This design comes from an exercise in tuning for small area, a short achievable clock period and few clock cycles per item on the open sky130 flow, not from production work. In this exercise RTL edits were held to simulation tests only and were not proved equivalent to the original. Power figures rest on the tool's default switching activity, not on a simulated workload.

<file path="flow/design.v">
package cpuPkg;
	localparam int dataWidth = 16;
	localparam int regCount = 8;
	localparam int regIdxWidth = $clog2(regCount);
	typedef logic [dataWidth-1:0] wordT;
	typedef logic [regIdxWidth-1:0] regIdxT;
	localparam logic [4:0] opNop   = 5'd0;
	localparam logic [4:0] opAddu  = 5'd1;
	localparam logic [4:0] opSubu  = 5'd2;
	localparam logic [4:0] opAnd   = 5'd3;
	localparam logic [4:0] opOr    = 5'd4;
	localparam logic [4:0] opSlt   = 5'd5;
	localparam logic [4:0] opAddiu = 5'd6;
	localparam logic [4:0] opLi    = 5'd7;
	localparam logic [4:0] opLw    = 5'd8;
	localparam logic [4:0] opSw    = 5'd9;
	localparam logic [4:0] opBeqz  = 5'd10;
	localparam logic [4:0] opBnez  = 5'd11;
	localparam logic [4:0] opB     = 5'd12;
	localparam logic [4:0] opJr    = 5'd13;
endpackage
package pipePkg;
	typedef struct packed {
		logic sum;
		logic andOp;
		logic orOp;
		logic slt;
	} resSelT;
	typedef struct packed {
		logic   sub;         
		resSelT resSel;
		logic   regWrite;
		logic   memRead;
		logic   memWrite;
		logic   branch;      
		logic   branchNonZero;
		logic   pred;        
		logic   jumpReg;     
		logic   fwdA;        
		logic   fwdB;
		logic   isLi;
	} exCtrlT;
endpackage
module pipeReg #(
	parameter int width = 1
) (
	input  logic             CLK,
	input  logic             RST,
	input  logic [width-1:0] d,
	output logic [width-1:0] q
);
	always_ff @(posedge CLK or negedge RST)
	begin
		if (!RST)
			q <= '0;
		else
			q <= d;
	end
endmodule
module instrDecoder (
	input  cpuPkg::wordT    instr,
	output logic            useRx,
	output logic            useRy,      
	output logic            isLoad,
	output logic            isStore,
	output logic            isLi,
	output logic            regWrite,
	output logic            isB,
	output logic            isCond,
	output logic            isJr,
	output logic            sub,
	output pipePkg::resSelT resSel,
	output cpuPkg::regIdxT  dest,
	output logic [8:0]      imm         
);
	logic [4:0] op;
	logic       isReg;
	logic       isAddiu;
	assign op = instr[15:11];
	assign isReg = op >= cpuPkg::opAddu && op <= cpuPkg::opSlt;
	assign isAddiu = op == cpuPkg::opAddiu;
	assign isLi = op == cpuPkg::opLi;
	assign isLoad = op == cpuPkg::opLw;
	assign isStore = op == cpuPkg::opSw;
	assign isB = op == cpuPkg::opB;
	assign isCond = op == cpuPkg::opBeqz || op == cpuPkg::opBnez;
	assign isJr = op == cpuPkg::opJr;
	assign useRx = isReg || isAddiu || isLoad || isStore || isCond || isJr;
	assign useRy = isReg;
	assign regWrite = isReg || isAddiu || isLi || isLoad;
	assign sub = op == cpuPkg::opSubu || op == cpuPkg::opSlt;
	assign resSel.sum = op == cpuPkg::opAddu || op == cpuPkg::opSubu || isAddiu || isLi ||
		isLoad || isStore;
	assign resSel.andOp = op == cpuPkg::opAnd;
	assign resSel.orOp = op == cpuPkg::opOr;
	assign resSel.slt = op == cpuPkg::opSlt;
	assign dest = isReg ? instr[4:2] : (isLoad ? instr[7:5] : instr[10:8]);
	always_comb
	begin
		if (isLoad || isStore)
			imm = {instr[4], {3{instr[4]}}, instr[4:0]};
		else if (isAddiu || isLi)
			imm = {instr[7] && !isLi, instr[7:0]};
		else
			imm = '0;
	end
endmodule
module regFile (
	input  logic           CLK,
	input  logic           RST,
	input  cpuPkg::regIdxT rdA,
	input  cpuPkg::regIdxT rdB,
	output cpuPkg::wordT   valA,
	output cpuPkg::wordT   valB,
	input  logic           we,
	input  cpuPkg::regIdxT wAddr,
	input  cpuPkg::wordT   wData
);
	cpuPkg::wordT regs [cpuPkg::regCount];
	always_ff @(posedge CLK)
	begin
		for (int i = 0; i < cpuPkg::regCount; i++)
			if (!RST || (we && wAddr == cpuPkg::regIdxT'(i)))
				regs[i] <= RST ? wData : '0;
	end
	always_comb
	begin
		valA = '0;
		valB = '0;
		for (int i = 0; i < cpuPkg::regCount; i++)
		begin
			valA |= regs[i] & {cpuPkg::dataWidth{rdA == cpuPkg::regIdxT'(i)}};
			valB |= regs[i] & {cpuPkg::dataWidth{rdB == cpuPkg::regIdxT'(i)}};
		end
	end
endmodule
module hazardUnit (
	input  cpuPkg::regIdxT rx,
	input  cpuPkg::regIdxT ry,
	input  logic           useRx,
	input  logic           useRy,
	input  logic           storeRy,    
	input  logic           exValid,
	input  logic           exRegWrite,
	input  logic           exLoad,
	input  cpuPkg::regIdxT exDest,
	output logic           fwdA,
	output logic           fwdB,
	output logic           stall
);
	logic hitA;
	logic hitB;
	assign hitA = exValid && exRegWrite && exDest == rx && useRx;
	assign hitB = exValid && exRegWrite && exDest == ry && (useRy || storeRy);
	assign fwdA = hitA && !exLoad;
	assign fwdB = hitB && !exLoad;
	assign stall = exLoad && (hitA || hitB);
endmodule
module executeStage (
	input  pipePkg::exCtrlT ctrl,
	input  cpuPkg::wordT    opA,
	input  cpuPkg::wordT    opB,       
	output cpuPkg::wordT    aluResult
);
	cpuPkg::wordT addB;
	cpuPkg::wordT sum;
	logic         less;
	assign addB = opB ^ {16{ctrl.sub}};
	logic [15:0] gen [5];
	logic [15:0] prop [5];
	always_comb
	begin
		gen[0] = opA & addB;
		prop[0] = opA ^ addB;
		gen[0][0] = (opA[0] & addB[0]) | (prop[0][0] & ctrl.sub);
		for (int l = 0; l < 4; l++)
			for (int i = 0; i < 16; i++)
				if (i >= (1 << l))
				begin
					gen[l+1][i] = gen[l][i] | (prop[l][i] & gen[l][i - (1 << l)]);
					prop[l+1][i] = prop[l][i] & prop[l][i - (1 << l)];
				end
				else
				begin
					gen[l+1][i] = gen[l][i];
					prop[l+1][i] = prop[l][i];
				end
		sum = prop[0] ^ {gen[4][14:0], ctrl.sub};
	end
	assign less = (opA[15] ^ opB[15]) ? opA[15] : sum[15];
	assign aluResult = ({16{ctrl.resSel.sum}} & sum) |
		({16{ctrl.resSel.andOp}} & (opA & opB)) |
		({16{ctrl.resSel.orOp}} & (opA | opB)) |
		({16{ctrl.resSel.slt}} & {15'd0, less});
endmodule
module pipelineCpu (
	input  logic           CLK,
	input  logic           RST,
	output cpuPkg::wordT   imemAddr,
	input  cpuPkg::wordT   imemData,
	output cpuPkg::wordT   dmemAddr,
	output cpuPkg::wordT   dmemWData,
	output logic           dmemRead,
	output logic           dmemWrite,
	input  cpuPkg::wordT   dmemRData,
	output logic           wbValid,
	output cpuPkg::regIdxT wbReg,
	output cpuPkg::wordT   wbData
);
	cpuPkg::wordT    pc;
	cpuPkg::wordT    nextPc;
	cpuPkg::wordT    seqPc;
	cpuPkg::wordT    brTarget;
	cpuPkg::regIdxT  fRx;
	cpuPkg::regIdxT  fRy;
	logic            fUseRx;
	logic            fUseRy;
	logic            fLoad;
	logic            fStore;
	logic            fLi;
	logic            fRegWrite;
	logic            fB;
	logic            fCond;
	logic            fJr;
	logic            fSub;
	pipePkg::resSelT fResSel;
	cpuPkg::regIdxT  fDest;
	logic [8:0]      fImm;
	logic            fFwdA;
	logic            fFwdB;
	logic            fStall;
	logic            fJrFused;
	logic            fBranch;
	logic            fPred;
	pipePkg::exCtrlT fCtrl;
	logic            exValid;
	pipePkg::exCtrlT ex;
	cpuPkg::wordT    exA;
	cpuPkg::wordT    exB;
	logic            fBypA;
	logic            fBypB;
	cpuPkg::regIdxT  exDest;
	logic [8:0]      exImm;
	cpuPkg::wordT    exAlt;
	cpuPkg::wordT    valA;
	cpuPkg::wordT    valB;
	cpuPkg::wordT    regB;
	cpuPkg::wordT    opA;
	cpuPkg::wordT    opB;
	cpuPkg::wordT    aluResult;
	logic            condTaken;
	logic            redirect;
	cpuPkg::wordT    redirectPc;
	logic [2:0]      memFlags;
	logic            memRegWrite;
	logic            memRead;
	logic            memWrite;
	cpuPkg::regIdxT  memDest;
	cpuPkg::wordT    memStore;
	cpuPkg::wordT    memAlu;
	cpuPkg::wordT    memResult;
	cpuPkg::regIdxT  wbDest;
	cpuPkg::wordT    wbResult;
	assign imemAddr = pc;
	assign fRx = imemData[10:8];
	assign fRy = imemData[7:5];
	instrDecoder decoder (.instr(imemData), .useRx(fUseRx), .useRy(fUseRy), .isLoad(fLoad),
		.isStore(fStore), .isLi(fLi), .regWrite(fRegWrite), .isB(fB), .isCond(fCond),
		.isJr(fJr), .sub(fSub), .resSel(fResSel), .dest(fDest),
		.imm(fImm));
	hazardUnit hazard (.rx(fRx), .ry(fRy), .useRx(fUseRx), .useRy(fUseRy), .storeRy(fStore),
		.exValid(exValid), .exRegWrite(ex.regWrite), .exLoad(ex.memRead), .exDest(exDest),
		.fwdA(fFwdA), .fwdB(fFwdB), .stall(fStall));
	assign fJrFused = fJr && exValid && ex.isLi && exDest == fRx;
	assign fBranch = fCond && imemData[7:0] != 8'd0;
	assign fPred = fB || (fCond && imemData[7]) || fJrFused;
	assign seqPc = pc + 16'd1;
	assign brTarget = seqPc + (fB ? {{5{imemData[10]}}, imemData[10:0]} :
		{{8{imemData[7]}}, imemData[7:0]});
	always_comb
	begin
		if (redirect)
			nextPc = redirectPc;
		else if (fStall)
			nextPc = pc;
		else if (fJrFused)
			nextPc = {8'd0, exImm[7:0]};
		else if (fPred)
			nextPc = brTarget;
		else
			nextPc = seqPc;
	end
	always_ff @(posedge CLK or negedge RST)
	begin
		if (!RST)
			pc <= '0;
		else
			pc <= nextPc;
	end
	always_comb
	begin
		fCtrl.sub = fSub;
		fCtrl.resSel = fResSel;
		fCtrl.regWrite = fRegWrite;
		fCtrl.memRead = fLoad;
		fCtrl.memWrite = fStore;
		fCtrl.branch = fBranch;
		fCtrl.branchNonZero = imemData[11];
		fCtrl.pred = fPred;
		fCtrl.jumpReg = fJr && !fJrFused;
		fCtrl.fwdA = fFwdA;
		fCtrl.fwdB = fFwdB;
		fCtrl.isLi = fLi;
	end
	pipeReg #(.width(1)) exValidReg (.CLK(CLK), .RST(RST), .d(!redirect && !fStall),
		.q(exValid));
	regFile regs (.CLK(CLK), .RST(RST), .rdA(fRx), .rdB(fRy), .valA(valA), .valB(valB),
		.we(memRegWrite), .wAddr(memDest), .wData(memResult));
	assign fBypA = memRegWrite && memDest == fRx;
	assign fBypB = memRegWrite && memDest == fRy;
	always_ff @(posedge CLK)
	begin
		ex <= fCtrl;
		exA <= fFwdA || !fUseRx ? '0 : (fBypA ? memResult : valA);
		exB <= fFwdB || !(fUseRy || fStore) ? '0 : (fBypB ? memResult : valB);
		exDest <= fDest;
		exImm <= fImm;
		exAlt <= fPred ? seqPc : brTarget;
	end
	assign opA = exA | (memAlu & {16{ex.fwdA}});
	assign regB = exB | (memAlu & {16{ex.fwdB}});
	assign opB = (regB & {16{!ex.memWrite}}) | {{7{exImm[8]}}, exImm};
	executeStage execute (.ctrl(ex), .opA(opA), .opB(opB), .aluResult(aluResult));
	assign condTaken = (opA == '0) ^ ex.branchNonZero;
	assign redirect = exValid && (ex.jumpReg || (ex.branch && condTaken != ex.pred));
	assign redirectPc = ex.jumpReg ? opA : exAlt;
	pipeReg #(.width(3)) memFlagReg (.CLK(CLK), .RST(RST),
		.d({exValid && ex.regWrite, exValid && ex.memRead, exValid && ex.memWrite}),
		.q(memFlags));
	assign {memRegWrite, memRead, memWrite} = memFlags;
	always_ff @(posedge CLK)
	begin
		memDest <= exDest;
		memAlu <= aluResult;
		memStore <= regB;
	end
	assign dmemAddr = memAlu;
	assign dmemWData = memStore;
	assign dmemRead = memRead;
	assign dmemWrite = memWrite;
	assign memResult = memRead ? dmemRData : memAlu;
	pipeReg #(.width(1)) wbFlagReg (.CLK(CLK), .RST(RST), .d(memRegWrite), .q(wbValid));
	always_ff @(posedge CLK)
	begin
		wbDest <= memDest;
		wbResult <= memResult;
	end
	assign wbReg = wbDest;
	assign wbData = wbResult;
endmodule
</file>
<file path="flow/flow/run.sh">
#!/bin/bash
# standard layout, with port buffers of a small plain buffer cell
export BUFFER_PORTS_ARGS="-buffer_cell sky130_fd_sc_hd__buf_2"
export CTS_ARGS="-sink_clustering_enable -repair_clock_nets -buf_list sky130_fd_sc_hd__clkbuf_8 -sink_clustering_size 14 -sink_clustering_max_diameter 100 -dont_use_dummy_load"
bash standard.sh > standard.log 2>&1
</file>
<file path="flow/standard.sh">
#!/bin/bash
# synth_recipe.tcl (not shown) runs the flow's synth.tcl, then flattens the netlist and writes it again
# the make line also repeats each setting of config.mk as NAME=value (left out here)
make -C /OpenROAD-flow-scripts/flow DESIGN_CONFIG=/design/flow/config.mk WORK_HOME=/design/flow/orfs CLKGATE_MAP_FILE= SYNTH_SCRIPT=/design/flow/synth_recipe.tcl "${@:-finish}"
</file>
<file path="flow/config.mk">
export PLATFORM = sky130hd
export DESIGN_NAME = pipelineCpu
export DESIGN_NICKNAME = pipelineCpu
export VERILOG_FILES = /design/flow/design.v
export SDC_FILE = /design/flow/constraint.sdc
export NUM_CORES = 4
export LEC_CHECK = 0
export ABC_AREA = 1
export CAP_MARGIN = 20
export CORE_MARGIN = 2
export CORE_UTILIZATION = 40
export CTS_BUF_LIST = sky130_fd_sc_hd__clkbuf_8
export CTS_CLUSTER_SIZE = 30
export SETUP_SLACK_MARGIN = 3.0
export SLEW_MARGIN = 20
</file>
<file path="flow/constraint.sdc">
create_clock -name core_clock -period 6.2 [get_ports {CLK}]
set_input_delay 1.2400 -clock core_clock [delete_from_list [all_inputs] [get_ports {CLK}]]
set_output_delay 1.2400 -clock core_clock [all_outputs]
set_load 0.01 [all_outputs]
</file>
==> impl_metrics.sql, run 1 <==
INSERT INTO impl_metrics (metric_group, metric, value, unit) VALUES
('power', 'share_comb_of_total_power', '32.9', '%'),
('timing', 'rsz_0062_raised_after_global_routing', 'true', ''),
('setup_path', 'worst_r2r_endpoint', 'pc[15]$_DFFE_PN0P_', ''),
('timing', 'finalSetupViolCount', '0', ''),
('power', 'max_rail_drop_vdd', '0.1571', 'mV'),
('clock_network', 'tritoncts', 'done', ''),
('clock_network', 'ctsLongestPathBuffers', '3', ''),
('power', 'power.share.switching', '36.92', '%'),
('setup_path', 'cp_slowest_cell', 'nor3_1', ''),
('setup_path', 'capturing_element_of_the_worst_setup_path', 'exA[4]$_SDFF_PP0_', ''),
('run', 'maxcap_viol_count', '0', ''),
('floorplan', 'num_rows', '67', ''),
('synthesis', 'post-synth-top-area-cell', 'edfxtp_1', ''),
('timing', 'final_hold_violation_count', '0', ''),
('grt', 'first_global_vias', '11330', ''),
('synthesis', 'synth.area.top_cells', 'edfxtp_1 (28%), dfxtp_1 (19%), nand2_1 (7.6%)', ''),
('routing', 'viasPerCell', '5.611', ''),
('timing', 'fin_tns_setup', '0', 'ns'),
('final_layout', 'multi_input_comb_area', '5739', 'um^2'),
('setup_path', 'cp_data_arrival_time', '3.58', 'ns'),
('timing', 'slew-limit-headroom', '30.87', '%'),
('timing', 'final_worst_path_period_share', '49.28', '%'),
('final_layout', 'num-fill-cells', '3279', ''),
('synthesis', 'synthCells', '1601', ''),
('final_layout', 'layout_cells_sized_above_1', '12.12', '%'),
('power', 'power_density', '316.9', 'nW/um^2'),
('setup_path', 'timing.critical_path.from_type', 'input pin', ''),
('timing', 'timing.final.max_slew_violations', '0', ''),
('grt', 'grt_pass1_wl', '67170', 'um'),
('floorplan', 'initial_core_util', '40.74', '%'),
('routing', 'detail_route.iter0.violations', '1436', ''),
('timing', 'fmax', '327.3', 'MHz'),
('floorplan', 'core_region_area', '33620', 'um^2'),
('grt', 'grt_use_total', '24.47', '%'),
('timing', 'max_slew.worst_pin.slew', '1.034', 'ns'),
('clock_network', 'clk_transition_reported_paths', '0.09', 'ns'),
('final_layout', 'num-nets-final', '1762', ''),
('final_layout', 'register_area', '6960', 'um^2'),
('timing', 'setup_slack', '3.145', 'ns'),
('grt', 'number_of_antenna_violations_at_the_first_check_in_global_routing', '1', ''),
('final_layout', 'areaGrowthSynthToFinish', '10.39', '%'),
('grt', 'grt_overflow_total', '0', ''),
('floorplan', 'die_ar', '35730', 'um^2'),
('setup_path', 'critical_path_cell_sequence', 'buf_2 -> inv_1 -> nor3_1 -> inv_1 -> o22ai_1 -> a21oi_1 -> o2111ai_1 -> o21ai_0 -> nor2_1', ''),
('power', 'power_frac_seq', '47.8', '%'),
('setup_path', 'crit_required', '6.72', 'ns'),
('clock_network', 'worst_skew_pair_later_pin_latency', '0.61', 'ns'),
('placed_design', 'detailedPlacementHpwl', '32430', 'um'),
('setup_path', 'rr_startpoint', 'pc[1]$_DFFE_PN0P_', ''),
('synthesis', 'post_synth_instance_area', '13690', 'um^2'),
('routing', 'final_antenna_net_count', '0', ''),
('clock_network', 'cts-htree-levels', '1', ''),
('clock_network', 'ctsHoldBuffers', '0', ''),
('power', 'clock_power_share', '19.3', '%'),
('setup_path', 'critical_path.endpoint_type', 'flop', ''),
('timing', 'period_needed', '3.055', 'ns'),
('synthesis', 'synth.ff_latch_count', '278', ''),
('setup_path', 'timing.reg2reg.worst_path_depth', '19', ''),
('synthesis', 'synth_edf_count', '128', ''),
('synthesis', 'postSynth.topFlopCell', 'dfxtp_1', ''),
('placed_design', 'portBuffers', '103', ''),
('routing', 'vias', '12010', ''),
('grt', 'grt_start_max_net_pins', '36', ''),
('synthesis', 'synth_nets', '1669', ''),
('timing', 'final.setup_skew', '0.07669', 'ns'),
('placed_design', 'globalplace.congestion', '0.9006', ''),
('power', 'net-switching-power', '1.769', 'mW'),
('setup_path', 'setup.worst_path.start', 'imemData[9]', ''),
('outcome', 'outcome', 'no timing/DRC/antenna violations', ''),
('routing', 'detail_route.first_pass.iterations', '6', ''),
('routing', 'routedWlPerCell', '21.03', 'um');
==> stage by stage <==
stage,hold WS [ns],util [%],power (mW),instances,area (um^2)
2_1_floorplan,0.3731,-,3.348,1601,13690
3_5_place_dp,0.3963,43.63,3.844,2113,14670
6_report,0.4067,44.97,4.791,2141,15120
3_3_place_gp,0.3951,43.57,3.833,2112,14650
5_1_grt,0.4195,44.97,5.063,2141,15120
4_1_cts,0.4100,44.65,4.754,2137,15010
==> final cells by class <==
class / count / share of cell area [%]
Sequential cell: 278 / 46.04
Multi-Input combinational cell: 1040 / 37.97
Inverter: 228 / 5.719
Timing Repair Buffer: 123 / 4.453
Clock buffer: 23 / 2.094
Tap cell: 448 / 3.708
Antenna cell: 1 / 0.01655
==> metal layers <==
metal | vias to the layer above | global-route usage [%] | wire [um]
li1 | 5663 | - | -
met1 | 5726 | 33.27 | 19230
met2 | 522 | 40.63 | 21140
met3 | 102 | 2.706 | 3294
met4 | 0 | 8.263 | 1350
met5 | - | 0 | 0
==> sequential cells by signal, indices dropped and copies added, names as in the netlist <==
name / count
memStore: 16
wbResult: 16
memDest: 3
exB: 16
exDest: 3
exValidReg.q: 1
exA: 16
wbFlagReg.q: 1
exImm: 9
memFlagReg.q: 3
ex: 15
wbDest: 3
memAlu: 16
exAlt: 16
regs.regs: 128
pc: 16
==> power groups by stage <==
stage	logic, mW	registers, mW	clock network (mW)
after floorplan	1.02	2.33	0
after global placement	1.51	2.33	0
after detailed placement	1.51	2.33	0
after CTS	1.53	2.29	0.936
after global routing	1.75	2.31	0.999
final	1.58	2.29	0.925
==> cells by family (layout without fill, tap and decap cells) <==
logic type	count (synthesis)	in the layout	share of synthesized area, %
AND/OR/NAND/NOR	534	534	16.35
AO/OA/AOI/OAI	432	432	19.00
buffers and inverters	283	374	8.122
flip-flops	278	278	50.76
XOR/XNOR	40	40	2.558
adder cells (fa/ha/maj)	34	34	3.216
other	0	1	0
==> worst max-delay path: cells and delay by family <==
| family | cells | cell delay [ns] |
|---|---|---|
| buffers and inverters | 3 | 0.93 |
| AO/OA/AOI/OAI | 4 | 0.67 |
| AND/OR/NAND/NOR | 2 | 0.73 |
==> how the worst min path moves through the flow <==
stage	startpoint	to	slack, ns
3_3_place_gp	exDest[2]$_DFF_P_	memDest[2]$_DFF_P_	0.40
6_report	exDest[0]$_DFF_P_	memDest[0]$_DFF_P_	0.41
4_1_cts	exDest[0]$_DFF_P_	memDest[0]$_DFF_P_	0.41
3_5_place_dp	exDest[0]$_DFF_P_	memDest[0]$_DFF_P_	0.40
2_1_floorplan	exDest[1]$_DFF_P_	memDest[1]$_DFF_P_	0.37
5_1_grt	exDest[0]$_DFF_P_	memDest[0]$_DFF_P_	0.42
==> cells in the final DEF (no fill, tap or decap), drive strengths merged, types with 2 or more instances in the layout <==
cell type    n
nand2      282
inv        223
o21ai      131
dfxtp      129
a21oi      129
edfxtp     128
buf        123
nor2       118
nand3       91
o22ai       67
ha          32
xor2        31
a221oi      31
clkbuf      23
a21o        22
dfrtp       21
nor3        20
nand4       16
o211ai      15
o221ai       9
xnor2        9
or2          5
a211oi       5
o21bai       4
a21boi       4
o21a         3
clkinv       3
clkinvlp     2
o311ai       2
o2111ai      2
a22oi        2
fa           2
==> timing repair <==
item / 4_1_cts / 5_1_grt
pin swaps: 1 / 2
gates resized for setup: 7 / 24
endpoints found under the setup margin: 22 / 46
endpoints found under the hold margin: 0 / 0
buffers inserted: 1 / 3
Testbench counts, summed over its fixed seeds: cycles 10,648, instrs 10,210.
==> run 2, diff against run 1 <==
--- a/flow/config.mk
+++ b/flow/config.mk
@@ -13,3 +13,3 @@
 export CTS_CLUSTER_SIZE = 30
-export SETUP_SLACK_MARGIN = 3.0
+export SETUP_SLACK_MARGIN = 3.5
 export SLEW_MARGIN = 20
==> impl_metrics.sql, run 2 <==
INSERT INTO impl_metrics (metric_group, metric, value, unit) VALUES
('grt', 'grt.busiest_layer', 'met2', ''),
('grt', 'grt_start_max_net_pins', '32', ''),
('timing', 'final_worst_path_period_share', '44.40', '%'),
('final_layout', 'areaGrowthSynthToFinish', '18.97', '%'),
('clock_network', 'clk_root_buffer_cell', 'clkbuf_8', ''),
('placed_design', 'detailedPlacementHpwl', '32610', 'um'),
('grt', 'first_global_vias', '11460', ''),
('final_layout', 'highest_count_cells_in_the_layout_ignoring_fill_and_taps', 'nand2_1 (254), inv_1 (203), edfxtp_1 (128), dfxtp_1 (122), o21ai_0 (108)', ''),
('routing', 'routedWlPerCell', '21.20', 'um'),
('routing', 'drt-total-wl', '46300', 'um'),
('setup_path', 'setup.worst_path.start', 'imemData[12]', ''),
('timing', 'fmax', '363.3', 'MHz'),
('setup_path', 'rr_startpoint', 'pc[1]$_DFFE_PN0P_', ''),
('synthesis', 'synthCells', '1601', ''),
('timing', 'final_hold_violation_count', '0', ''),
('synthesis', 'yosysWarningCount', '9', ''),
('run', 'maxcap_viol_count', '0', ''),
('floorplan', 'die_ar', '35730', 'um^2'),
('timing', 'finalSetupViolCount', '0', ''),
('setup_path', 'cp_slowest_cell', 'ha_4', ''),
('grt', 'grt_pass1_wl', '67940', 'um'),
('grt', 'groute.layer.met2.usage', '41.39', '%'),
('timing', 'rsz_0062_raised_after_global_routing', 'true', ''),
('timing', 'slew-limit-headroom', '48.08', '%'),
('timing', 'timing.final.max_slew_violations', '0', ''),
('grt', 'globalRouteMet3Util', '2.669', '%'),
('grt', 'met1_usage', '32.58', '%'),
('final_layout', 'num-nets-final', '1806', ''),
('timing', 'final.setup_skew', '0.05594', 'ns'),
('placed_design', 'dp_slack', '2.257', 'ns'),
('outcome', 'outcome', 'no timing/DRC/antenna violations', ''),
('placed_design', 'globalplace.congestion', '0.9086', ''),
('power', 'total_leakage_power', '7.099', 'nW'),
('synthesis', 'synth.area.top_cells', 'edfxtp_1 (28%), dfxtp_1 (19%), nand2_1 (7.6%)', ''),
('synthesis', 'synth_nets', '1669', ''),
('final_layout', 'num-fill-cells', '3236', ''),
('synthesis', 'fraction_of_post_synthesis_cell_area_in_the_top_cell_type_by_area', '28.07', '%'),
('placed_design', 'portBuffers', '103', ''),
('final_layout', 'largest_reg_flops', '128', ''),
('grt', 'grt_use_total', '24.71', '%'),
('final_layout', 'antennaDiodeCount', '0', ''),
('floorplan', 'core_region_area', '33620', 'um^2'),
('timing', 'setup_slack', '3.447', 'ns'),
('floorplan', 'num_rows', '67', ''),
('power', 'power_density', '321.8', 'nW/um^2'),
('synthesis', 'synth_edf_count', '128', ''),
('setup_path', 'crit_required', '6.69', 'ns'),
('routing', 'detail_route.first_pass.iterations', '6', ''),
('routing', 'final_antenna_net_count', '0', ''),
('setup_path', 'cp_data_arrival_time', '3.24', 'ns'),
('clock_network', 'cts-htree-levels', '1', ''),
('routing', 'detail_route.iter0.violations', '1261', ''),
('setup_path', 'timing.critical_path.fanout_max', '6', ''),
('setup_path', 'critical_path_cell_sequence', 'buf_2 -> nor2_4 -> nand3_4 -> o21ai_4 -> inv_4 -> ha_4 -> nand2_4 -> nor2_4 -> nand3_2 -> nand4_1 -> nand3_2 -> a21oi_2 -> nand2_1 -> nand2_1 -> nand2_1 -> nand2_1', ''),
('clock_network', 'clk_transition_reported_paths', '0.11', 'ns'),
('synthesis', 'seq_area_frac_synth', '50.76', '%'),
('synthesis', 'synth.ff_latch_count', '278', ''),
('final_layout', 'layout_cells_sized_above_1', '22.29', '%'),
('clock_network', 'ctsLongestPathBuffers', '3', ''),
('synthesis', 'async_reset_ff_share', '7.554', '%'),
('clock_network', 'tritoncts', 'done', ''),
('synthesis', 'synth.top_cells.by_count', 'nand2_1 (278), inv_1 (218), dfxtp_1 (129), edfxtp_1 (128), o21ai_0 (128)', ''),
('hold_path', 'worstHoldPathType', 'reg -> reg', ''),
('final_layout', 'final_common_cell', 'nand2_1', ''),
('routing', 'vias', '12290', ''),
('power', 'finalPower', '5.242', 'mW'),
('synthesis', 'average_instance_area_after_synthesis', '8.554', 'um^2'),
('setup_path', 'critical_path_class', 'in -> reg', ''),
('final_layout', 'finalCoreUtilization', '48.46', '%'),
('timing', 'fin_tns_setup', '0', 'ns'),
('synthesis', 'post-synth-top-area-cell', 'edfxtp_1', ''),
('synthesis', 'post_synth_instance_area', '13690', 'um^2'),
('final_layout', 'register_area', '6973', 'um^2'),
('routing', 'viasPerCell', '5.628', ''),
('setup_path', 'crit_path_frequent_cell', 'nand2_1', ''),
('floorplan', 'die_y', '189.0', 'um'),
('clock_network', 'ctsHoldBuffers', '0', ''),
('setup_path', 'critical_path.max_stage_delay', '0.33', 'ns'),
('floorplan', 'initial_core_util', '40.74', '%'),
('synthesis', 'synth.distinct_cells', '53', ''),
('hold_path', 'hold_path.startpoint', 'exDest[0]$_DFF_P_', ''),
('clock_network', 'tritoncts.num_buffers', '23', ''),
('floorplan', 'ios', '104', ''),
('floorplan', 'floorplan.die.width', '189.0', 'um'),
('timing', 'period_needed', '2.753', 'ns'),
('grt', 'grt_overflow_total', '0', ''),
('grt', 'number_of_antenna_violations_at_the_first_check_in_global_routing', '0', ''),
('final_layout', 'max_flop_register', 'regs.regs', ''),
('setup_path', 'critical_path.endpoint_type', 'flop', ''),
('routing', 'drt_drc_violations_left', '0', ''),
('timing', 'max_slew.worst_pin.slew', '0.7779', 'ns'),
('synthesis', 'synthMostInstantiatedCell', 'nand2_1', ''),
('power', 'max_rail_drop_vdd', '0.2304', 'mV'),
('clock_network', 'cts.sink_count', '278', ''),
('clock_network', 'worst_skew_pair_later_pin_latency', '0.59', 'ns'),
('final_layout', 'multi_input_comb_area', '6535', 'um^2'),
('setup_path', 'timing.critical_path.from_type', 'input pin', ''),
('synthesis', 'postSynth.topFlopCell', 'dfxtp_1', '');
==> run 2: cell counts after synthesis <==
Identical to the previous run, type by type.
==> run 2: through the flow <==
step / cells / hold WS (ns) / instance area (um^2)
after floorplan: 1601 / 0.3731 / 13820
after global placement: 2114 / 0.3928 / 14790
after detailed placement: 2114 / 0.3897 / 14790
after CTS: 2162 / 0.3708 / 15540
after global routing: 2184 / 0.3853 / 16290
final: 2184 / 0.3849 / 16290
==> run 2: layout make-up <==
type / count / share of cell area, %
timing repair buffer: 165 / 6.259
clock buffer: 23 / 1.943
tap: 448 / 3.441
multi-input combinational: 1042 / 40.11
sequential: 278 / 42.80
inverter: 228 / 5.445
==> run 2: routing by layer <==
| metal | up-vias | routed length [um] | share of wire (%) |
|---|---|---|---|
| met5 | - | 0 | 0 |
| met4 | 0 | 2183 | 4.7 |
| met3 | 150 | 3104 | 6.7 |
| met2 | 552 | 21830 | 47 |
| met1 | 5834 | 19180 | 41 |
| li1 | 5756 | - | - |
==> run 2: where the power goes <==
group          switching (mW)  total [mW]  internal, mW  leakage (nW)
Sequential              0.149        2.30          2.15          2.63
Combinational            1.24        2.03         0.790          4.30
Clock                   0.585       0.917         0.332         0.165
Total                    1.97        5.24          3.27          7.10
==> run 2: path summary, 6_finish.rpt <==
path	slack (ns)	end	cells after the start
worst min-delay path	0.38	memDest[0]$_DFF_P_	0
worst min register to register	0.38	memDest[0]$_DFF_P_	0
worst max register to register	3.47	pc[12]$_DFFE_PN0P_	19
min in group asynchronous	0.67	wbFlagReg.q$_DFF_PN0_	2
worst max-delay path	3.45	pc[12]$_DFFE_PN0P_	16
max in group asynchronous	5.14	pc[5]$_DFFE_PN0P_	2
==> run 2: cell families after synthesis <==
family	count (synthesis)	share of synthesized area [%]
buffers and inverters	283	8.122
xor gates and xnor gates	40	2.558
DFF	278	50.76
and+or+nand+nor	534	16.35
AOI/OAI and AO/OA	432	19.00
adders and majority gates	34	3.216
==> run 2: timing repair <==
item                       CTS  global route
resized for setup           61           140
buffers inserted            24            21
cloned                       1             1
setup endpoints to repair   73            71
pin swaps                   18            55
==> run 2: critical path, delay by kind of cell <==
family,cells,cell delay (ns)
AOI/OAI and AO/OA,2,0.33
buffers and inverters,2,0.25
and+or+nand+nor,11,1.09
adders and majority gates,1,0.33
==> run 3, diff against run 2 <==
==> flow/flow/run.sh (replaced) <==
#!/bin/bash
# standard layout, with port buffers of a small plain buffer cell
export BUFFER_PORTS_ARGS="-buffer_cell sky130_fd_sc_hd__buf_1"
export CTS_ARGS="-sink_clustering_enable -repair_clock_nets -buf_list sky130_fd_sc_hd__clkbuf_8 -sink_clustering_size 14 -sink_clustering_max_diameter 100 -dont_use_dummy_load"
bash standard.sh > standard.log 2>&1
==> impl_metrics.sql, run 3 <==
INSERT INTO impl_metrics (metric_group, metric, value, unit) VALUES
('setup_path', 'regToRegSetupSlack', '3.46', 'ns'),
('grt', 'grt_use_total', '25.08', '%'),
('synthesis', 'yosys-mux-area-fraction', '0', '%'),
('clock_network', 'ctsLongestPathBuffers', '3', ''),
('synthesis', 'synthCells', '1601', ''),
('timing', 'setup_slack', '3.446', 'ns'),
('synthesis', 'async_reset_ff_share', '7.554', '%'),
('outcome', 'outcome', 'no timing/DRC/antenna violations', ''),
('power', 'finalPower', '5.143', 'mW'),
('setup_path', 'rr_startpoint', 'pc[2]$_DFFE_PN0P_', ''),
('setup_path', 'setup.worst_path.start', 'imemData[9]', ''),
('synthesis', 'synth.top_cells.by_count', 'nand2_1 (278), inv_1 (218), dfxtp_1 (129), edfxtp_1 (128), o21ai_0 (128)', ''),
('timing', 'period_needed', '2.754', 'ns'),
('routing', 'detail_route.first_pass.iterations', '8', ''),
('synthesis', 'synthMostInstantiatedCell', 'nand2_1', ''),
('final_layout', 'num-nets-final', '1816', ''),
('routing', 'drt_drc_violations_left', '0', ''),
('clock_network', 'cts-htree-levels', '1', ''),
('setup_path', 'critical_path_class', 'in -> reg', ''),
('synthesis', 'synth_edf_count', '128', ''),
('final_layout', 'max_flop_register', 'regs.regs', ''),
('setup_path', 'critical_path.endpoint_type', 'flop', ''),
('run', 'maxcap_viol_count', '0', ''),
('grt', 'number_of_antenna_violations_at_the_first_check_in_global_routing', '0', ''),
('synthesis', 'synth_compound_gate_area_share', '18.99', '%'),
('final_layout', 'num-fill-cells', '3229', ''),
('final_layout', 'largest_reg_flops', '128', ''),
('grt', 'grt_start_max_net_pins', '36', ''),
('synthesis', 'dominant_combinational_cell_family_by_area_after_synthesis', 'compound AO/OA/AOI/OAI gates', ''),
('timing', 'max_slew.worst_pin.slew', '0.7687', 'ns'),
('routing', 'routedWlPerCell', '21.10', 'um'),
('timing', 'fmax', '363.1', 'MHz'),
('power', 'power_frac_seq', '44.8', '%'),
('timing', 'fin_tns_setup', '0', 'ns'),
('synthesis', 'post-synth-top-area-cell', 'edfxtp_1', ''),
('power', 'share_comb_of_total_power', '37.3', '%'),
('hold_path', 'hold_path.startpoint', 'exDest[0]$_DFF_P_', ''),
('hold_path', 'worstHoldPathType', 'reg -> reg', ''),
('routing', 'vias', '12420', ''),
('setup_path', 'timing.critical_path.from_type', 'input pin', ''),
('routing', 'final_antenna_net_count', '0', ''),
('power', 'total_leakage_power', '6.782', 'nW'),
('floorplan', 'ios', '104', ''),
('routing', 'viasPerCell', '5.656', ''),
('clock_network', 'worst_skew_pair_later_pin_latency', '0.60', 'ns'),
('power', 'max_rail_drop_vdd', '0.2154', 'mV'),
('setup_path', 'timing.critical_path.fanout_max', '10', ''),
('power', 'internal_power', '3.206', 'mW'),
('synthesis', 'synth.area.top_cells', 'edfxtp_1 (28%), dfxtp_1 (19%), nand2_1 (7.6%)', ''),
('floorplan', 'num_rows', '67', ''),
('clock_network', 'tritoncts.num_buffers', '23', ''),
('setup_path', 'cp_data_arrival_time', '3.25', 'ns'),
('power', 'power.share.switching', '37.67', '%'),
('synthesis', 'synth_nets', '1669', ''),
('final_layout', 'areaGrowthSynthToFinish', '17.94', '%'),
('final_layout', 'finalCoreUtilization', '48.05', '%'),
('placed_design', 'portBuffers', '103', ''),
('synthesis', 'synth.distinct_cells', '53', ''),
('final_layout', 'highest_count_cells_in_the_layout_ignoring_fill_and_taps', 'nand2_1 (261), inv_1 (201), edfxtp_1 (128), dfxtp_1 (122), o21ai_0 (110)', ''),
('synthesis', 'average_instance_area_after_synthesis', '8.554', 'um^2'),
('clock_network', 'tritoncts', 'done', ''),
('synthesis', 'fraction_of_post_synthesis_cell_area_in_the_top_cell_type_by_area', '28.07', '%'),
('synthesis', 'post_synth_instance_area', '13690', 'um^2'),
('final_layout', 'layout_cells_sized_above_1', '15.86', '%'),
('power', 'clock_power_share', '17.9', '%'),
('synthesis', 'synth-adder-area-share', '3.216', '%'),
('clock_network', 'cts.sink_count', '278', ''),
('floorplan', 'die_ar', '35730', 'um^2'),
('placed_design', 'detailedPlacementHpwl', '32650', 'um'),
('synthesis', 'synthSimpleGateAreaFrac', '16.35', '%'),
('clock_network', 'clk_transition_reported_paths', '0.12', 'ns'),
('power', 'power_density', '318.4', 'nW/um^2'),
('timing', 'final_worst_path_period_share', '44.42', '%'),
('timing', 'rsz_0062_raised_after_global_routing', 'true', ''),
('synthesis', 'seq_area_frac_synth', '50.76', '%'),
('synthesis', 'post_synth_xor_xnor_area', '2.558', '%'),
('timing', 'final_hold_violation_count', '0', ''),
('synthesis', 'postSynth.topFlopCell', 'dfxtp_1', ''),
('grt', 'grt_pass1_wl', '68610', 'um'),
('timing', 'timing.hold.ws', '0.3797', 'ns'),
('power', 'net-switching-power', '1.937', 'mW'),
('synthesis', 'synth.ff_latch_count', '278', ''),
('routing', 'drt-total-wl', '46350', 'um'),
('timing', 'timing.final.max_slew_violations', '0', ''),
('synthesis', 'yosysWarningCount', '9', ''),
('routing', 'detail_route.iter0.violations', '1392', ''),
('clock_network', 'clk_root_buffer_cell', 'clkbuf_8', ''),
('floorplan', 'initial_core_util', '40.74', '%'),
('grt', 'first_global_vias', '11560', ''),
('final_layout', 'final_common_cell', 'nand2_1', ''),
('floorplan', 'die_y', '189.0', 'um'),
('setup_path', 'crit_required', '6.69', 'ns'),
('timing', 'final.setup_skew', '0.05979', 'ns'),
('timing', 'finalSetupViolCount', '0', ''),
('placed_design', 'dp_slack', '2.219', 'ns'),
('placed_design', 'globalplace.congestion', '0.9062', ''),
('grt', 'grt_overflow_total', '0', ''),
('floorplan', 'core_region_area', '33620', 'um^2'),
('timing', 'slew-limit-headroom', '48.70', '%'),
('floorplan', 'floorplan.die.width', '189.0', 'um');
==> run 3: timing repair <==
| item | in CTS | in global routing |
|---|---|---|
| gates cloned | 0 | 1 |
| buffers inserted | 25 | 30 |
| gates resized for setup | 75 | 115 |
| setup endpoints to repair | 161 | 124 |
| pin swaps | 19 | 31 |
| hold buffers | 0 | 0 |
==> run 3: power by group through the flow <==
stage	logic, mW	clock network (mW)	registers, mW
detailed placement	1.53	0	2.34
global route	2.11	1.01	2.32
floorplan	1.08	0	2.33
CTS	1.64	0.937	2.29
finish	1.92	0.920	2.30
global placement	1.53	0	2.33
==> run 3: through the flow <==
step	instances	instance area [um^2]
floorplan	1601	13820
global placement	2115	14660
detailed placement	2115	14660
CTS	2163	15450
global route	2194	16150
finish	2196	16150
==> run 3: final timing paths <==
check	end	cells past startpoint
max	pc[12]$_DFFE_PN0P_	16
min	memDest[0]$_DFF_P_	0
max reg2reg	pc[15]$_DFFE_PN0P_	19
min reg2reg	memDest[0]$_DFF_P_	0
max in group asynchronous	memFlagReg.q[1]$_DFF_PN0_	1
min in group asynchronous	pc[2]$_DFFE_PN0P_	1
==> run 3: cell type report <==
class	count	area [um^2]	share of cell area, %
multi-input combinational	1041	6349	39.31
tap	448	560.5	3.470
timing repair buffer	176	1040	6.437
antenna	2	5.005	0.03099
sequential	278	6973	43.17
clock buffer	23	316.6	1.960
inverter	228	908.4	5.624
==> run 3: logic make-up after synthesis <==
group / after synthesis
and+or+nand+nor: 534
buffers and inverters: 283
DFF: 278
xor gates and xnor gates: 40
AOI/OAI and AO/OA: 432
adders and majority gates: 34
==> run 3: routing by layer <==
| metal | wire (um) | global-route usage [%] | vias to the layer above |
|---|---|---|---|
| met4 | 1781 | 8.714 | 0 |
| li1 | - | - | 5778 |
| met5 | 0 | 0 | - |
| met2 | 21600 | 41.49 | 589 |
| met1 | 19570 | 33.48 | 5931 |
| met3 | 3389 | 3.818 | 123 |
==> run 3: critical path, cell delays in order <==
cell and delay (ns):
buf_2 0.18, inv_1 0.21, nand4_1 0.17, nand2_2 0.12
inv_1 0.08, ha_4 0.26, a21oi_4 0.17, o21a_1 0.17
nand3_1 0.07, nand2_1 0.10, nand3_2 0.10, a21oi_2 0.14
nand2_1 0.06, nand2_1 0.07, nand2_1 0.05, nand2_1 0.05
==> run 4, diff against run 3 <==
--- a/flow/config.mk
+++ b/flow/config.mk
@@ -13,3 +13,3 @@
 export CTS_CLUSTER_SIZE = 30
-export SETUP_SLACK_MARGIN = 3.5
+export SETUP_SLACK_MARGIN = 3.25
 export SLEW_MARGIN = 20
==> impl_metrics.sql, run 4 <==
INSERT INTO impl_metrics (metric_group, metric, value, unit) VALUES
('outcome', 'outcome', 'no timing/DRC/antenna violations', ''),
('grt', 'grt_pass1_wl', '68520', 'um'),
('clock_network', 'ctsLongestPathBuffers', '3', ''),
('timing', 'final.setup_skew', '0.08362', 'ns'),
('final_layout', 'areaGrowthSynthToFinish', '12.89', '%'),
('synthesis', 'fraction_of_post_synthesis_cell_area_in_the_top_cell_type_by_area', '28.07', '%'),
('routing', 'final_antenna_net_count', '0', ''),
('timing', 'slew-limit-headroom', '46.20', '%'),
('floorplan', 'ios', '104', ''),
('power', 'clock_power_share', '18.9', '%'),
('clock_network', 'worst_skew_pair_later_pin_latency', '0.60', 'ns'),
('final_layout', 'num-nets-final', '1786', ''),
('power', 'max_rail_drop_vdd', '0.1880', 'mV'),
('timing', 'rsz_0062_raised_after_global_routing', 'true', ''),
('routing', 'vias', '12230', ''),
('final_layout', 'max_flop_register', 'regs.regs', ''),
('floorplan', 'core_region_area', '33620', 'um^2'),
('timing', 'timing.final.max_slew_violations', '0', ''),
('clock_network', 'cts.sink_count', '278', ''),
('grt', 'grt_start_max_net_pins', '32', ''),
('hold_path', 'hold-path-cell-count', '0', ''),
('routing', 'detail_route.iter0.violations', '1478', ''),
('power', 'share_comb_of_total_power', '34.2', '%'),
('synthesis', 'synthCells', '1601', ''),
('routing', 'routedWlPerCell', '21.52', 'um'),
('setup_path', 'worst_r2r_endpoint', 'pc[14]$_DFFE_PN0P_', ''),
('synthesis', 'synthMostInstantiatedCell', 'nand2_1', ''),
('synthesis', 'postSynth.topFlopCell', 'dfxtp_1', ''),
('synthesis', 'synth.distinct_cells', '53', ''),
('grt', 'grt_overflow_total', '0', ''),
('setup_path', 'crit_path_frequent_cell', 'inv_1', ''),
('synthesis', 'async_reset_ff_share', '7.554', '%'),
('placed_design', 'globalplace.congestion', '0.9043', ''),
('clock_network', 'tritoncts', 'done', ''),
('setup_path', 'critical_path.endpoint_type', 'flop', ''),
('timing', 'final_hold_violation_count', '0', ''),
('setup_path', 'family_of_cells_with_the_greatest_summed_delay_on_the_critical_path', 'buffers and inverters', ''),
('setup_path', 'critical_path_cell_sequence', 'buf_1 -> inv_1 -> nor3_2 -> inv_1 -> o22ai_1 -> a21oi_1 -> nand4_1 -> o21ai_0 -> nor2_1', ''),
('clock_network', 'clk_transition_reported_paths', '0.11', 'ns'),
('setup_path', 'rr_startpoint', 'pc[1]$_DFFE_PN0P_', ''),
('timing', 'final_worst_path_period_share', '46.50', '%'),
('synthesis', 'synth.ff_latch_count', '278', ''),
('routing', 'drt-total-wl', '46590', 'um'),
('power', 'power.share.switching', '36.98', '%'),
('synthesis', 'synth.top_cells.by_count', 'nand2_1 (278), inv_1 (218), dfxtp_1 (129), edfxtp_1 (128), o21ai_0 (128)', ''),
('placed_design', 'portBuffers', '103', ''),
('setup_path', 'cp_slowest_cell', 'buf_1', ''),
('synthesis', 'yosysWarningCount', '9', ''),
('hold_path', 'min_to', 'memDest[0]$_DFF_P_', '');
-- run 4: metal layers --
metal | wire (um) | vias to the layer above | GRT usage [%]
met5 | 0 | - | 0
met1 | 19670 | 5834 | 33.41
met3 | 3493 | 118 | 3.522
met4 | 1728 | 0 | 9.946
li1 | - | 5701 | -
met2 | 21700 | 575 | 41.18
-- run 4: repair_timing --
action                                  4_1_cts  5_1_grt
resized for setup                            20       52
endpoints found under the setup margin       62       58
setup buffers                                12       16
pin swaps                                     3        9
gates cloned                                  1        0
hold endpoints to repair                      0        0
hold buffers                                  0        0
-- run 4: power by group through the flow --
stage          clock [mW]  combinational [mW]  sequential [mW]
6_report            0.925                1.67             2.29
3_5_place_dp            0                1.52             2.34
3_3_place_gp            0                1.51             2.33
5_1_grt              1.00                1.86             2.32
2_1_floorplan           0                1.07             2.33
4_1_cts             0.942                1.58             2.29
-- run 4: stage by stage --
stage	instance area, um^2	hold slack [ns]	utilization [%]	worst slack [ns]
5_1_grt	15460	0.4158	45.98	3.147
3_3_place_gp	14640	0.3824	43.54	1.972
4_1_cts	15120	0.4089	44.97	3.254
6_report	15460	0.4093	45.99	3.317
3_5_place_dp	14640	0.3891	43.54	1.917
2_1_floorplan	13800	0.3731	-	3.192
-- run 4: final cells by class --
type / count / area (um^2) / area share [%]
tap: 448 / 560.5 / 3.626
timing repair buffer: 146 / 760.7 / 4.921
clock buffer: 23 / 316.6 / 2.048
sequential: 278 / 6964 / 45.05
inverter: 228 / 877.1 / 5.673
multi-input combinational: 1041 / 5978 / 38.67
antenna: 1 / 2.502 / 0.01619
-- run 4: worst register-to-register path: stages, from the launching register on --
cell     delay, ns
dfrtp_1       0.39
ha_2          0.21
nand3_2       0.12
nor2_4        0.15
nand3_1       0.17
xor2_1        0.28
inv_1         0.15
ha_4          0.33
nand2_2       0.09
nor2_1        0.17
nand3_1       0.14
nand2_1       0.08
nand2_1       0.07
nand3_1       0.07
nand2_1       0.05
nand3_1       0.07
nand2_1       0.06
nand2_1       0.06
nand2_1       0.05
-- run 4: how the worst max path moves through the flow --
stage	slack, ns	to	startpoint	cells past startpoint
final	3.32	exB[15]$_SDFF_PP0_	imemData[5]	9
after floorplan	3.19	pc[14]$_DFFE_PN0P_	imemData[13]	17
after global routing	3.15	pc[14]$_DFFE_PN0P_	pc[1]$_DFFE_PN0P_	19
after detailed placement	1.92	exB[5]$_SDFF_PP0_	imemData[7]	10
after global placement	1.97	exB[8]$_SDFF_PP0_	imemData[7]	10
after CTS	3.25	pc[14]$_DFFE_PN0P_	imemData[9]	16
-- run 4: cell families after synthesis --
family | synth area share (%)
AND/OR/NAND/NOR | 16.35
buffers and inverters | 8.122
XOR/XNOR | 2.558
AO/OA/AOI/OAI | 19.00
flip-flops | 50.76
adder cells (fa/ha/maj) | 3.216

separate check: timing with driven ports:
The results above use ideal ports. As a check the final layouts listed here were re-extracted and re-timed, cells and wires unchanged. Step 1 (the two cells are an assumption about what drives the block):
set clk [get_ports {CLK}]
set_driving_cell -lib_cell sky130_fd_sc_hd__clkbuf_16 $clk
set_driving_cell -lib_cell sky130_fd_sc_hd__buf_2 [delete_from_list [all_inputs] $clk]
Step 2 also shifts input and output timing later by t, the mid clock arrival at the registers, as if the neighbouring blocks saw the same clock. a / b / c = ideal ports / drivers / drivers and shift; a / b = the first two.
run	t (ns)	setup WS [ns]	worst setup path at the end	worst register clock-pin slew, ns
run 1	0.613	3.145 / 3.168 / 2.555	input to register	0.11 / 0.11
run 2	0.608	3.447 / 3.468 / 2.868	input to register	0.11 / 0.11
run 3	0.617	3.446 / 3.452 / 2.835	input to register	0.12 / 0.12
run 4	0.607	3.317 / 3.335 / 2.729	input to register	0.11 / 0.11
After both steps every run listed still meets setup and hold. For run 3, which loses most, drivers alone change the setup slack by +0.006 ns; drivers and shift together by -0.611 ns.
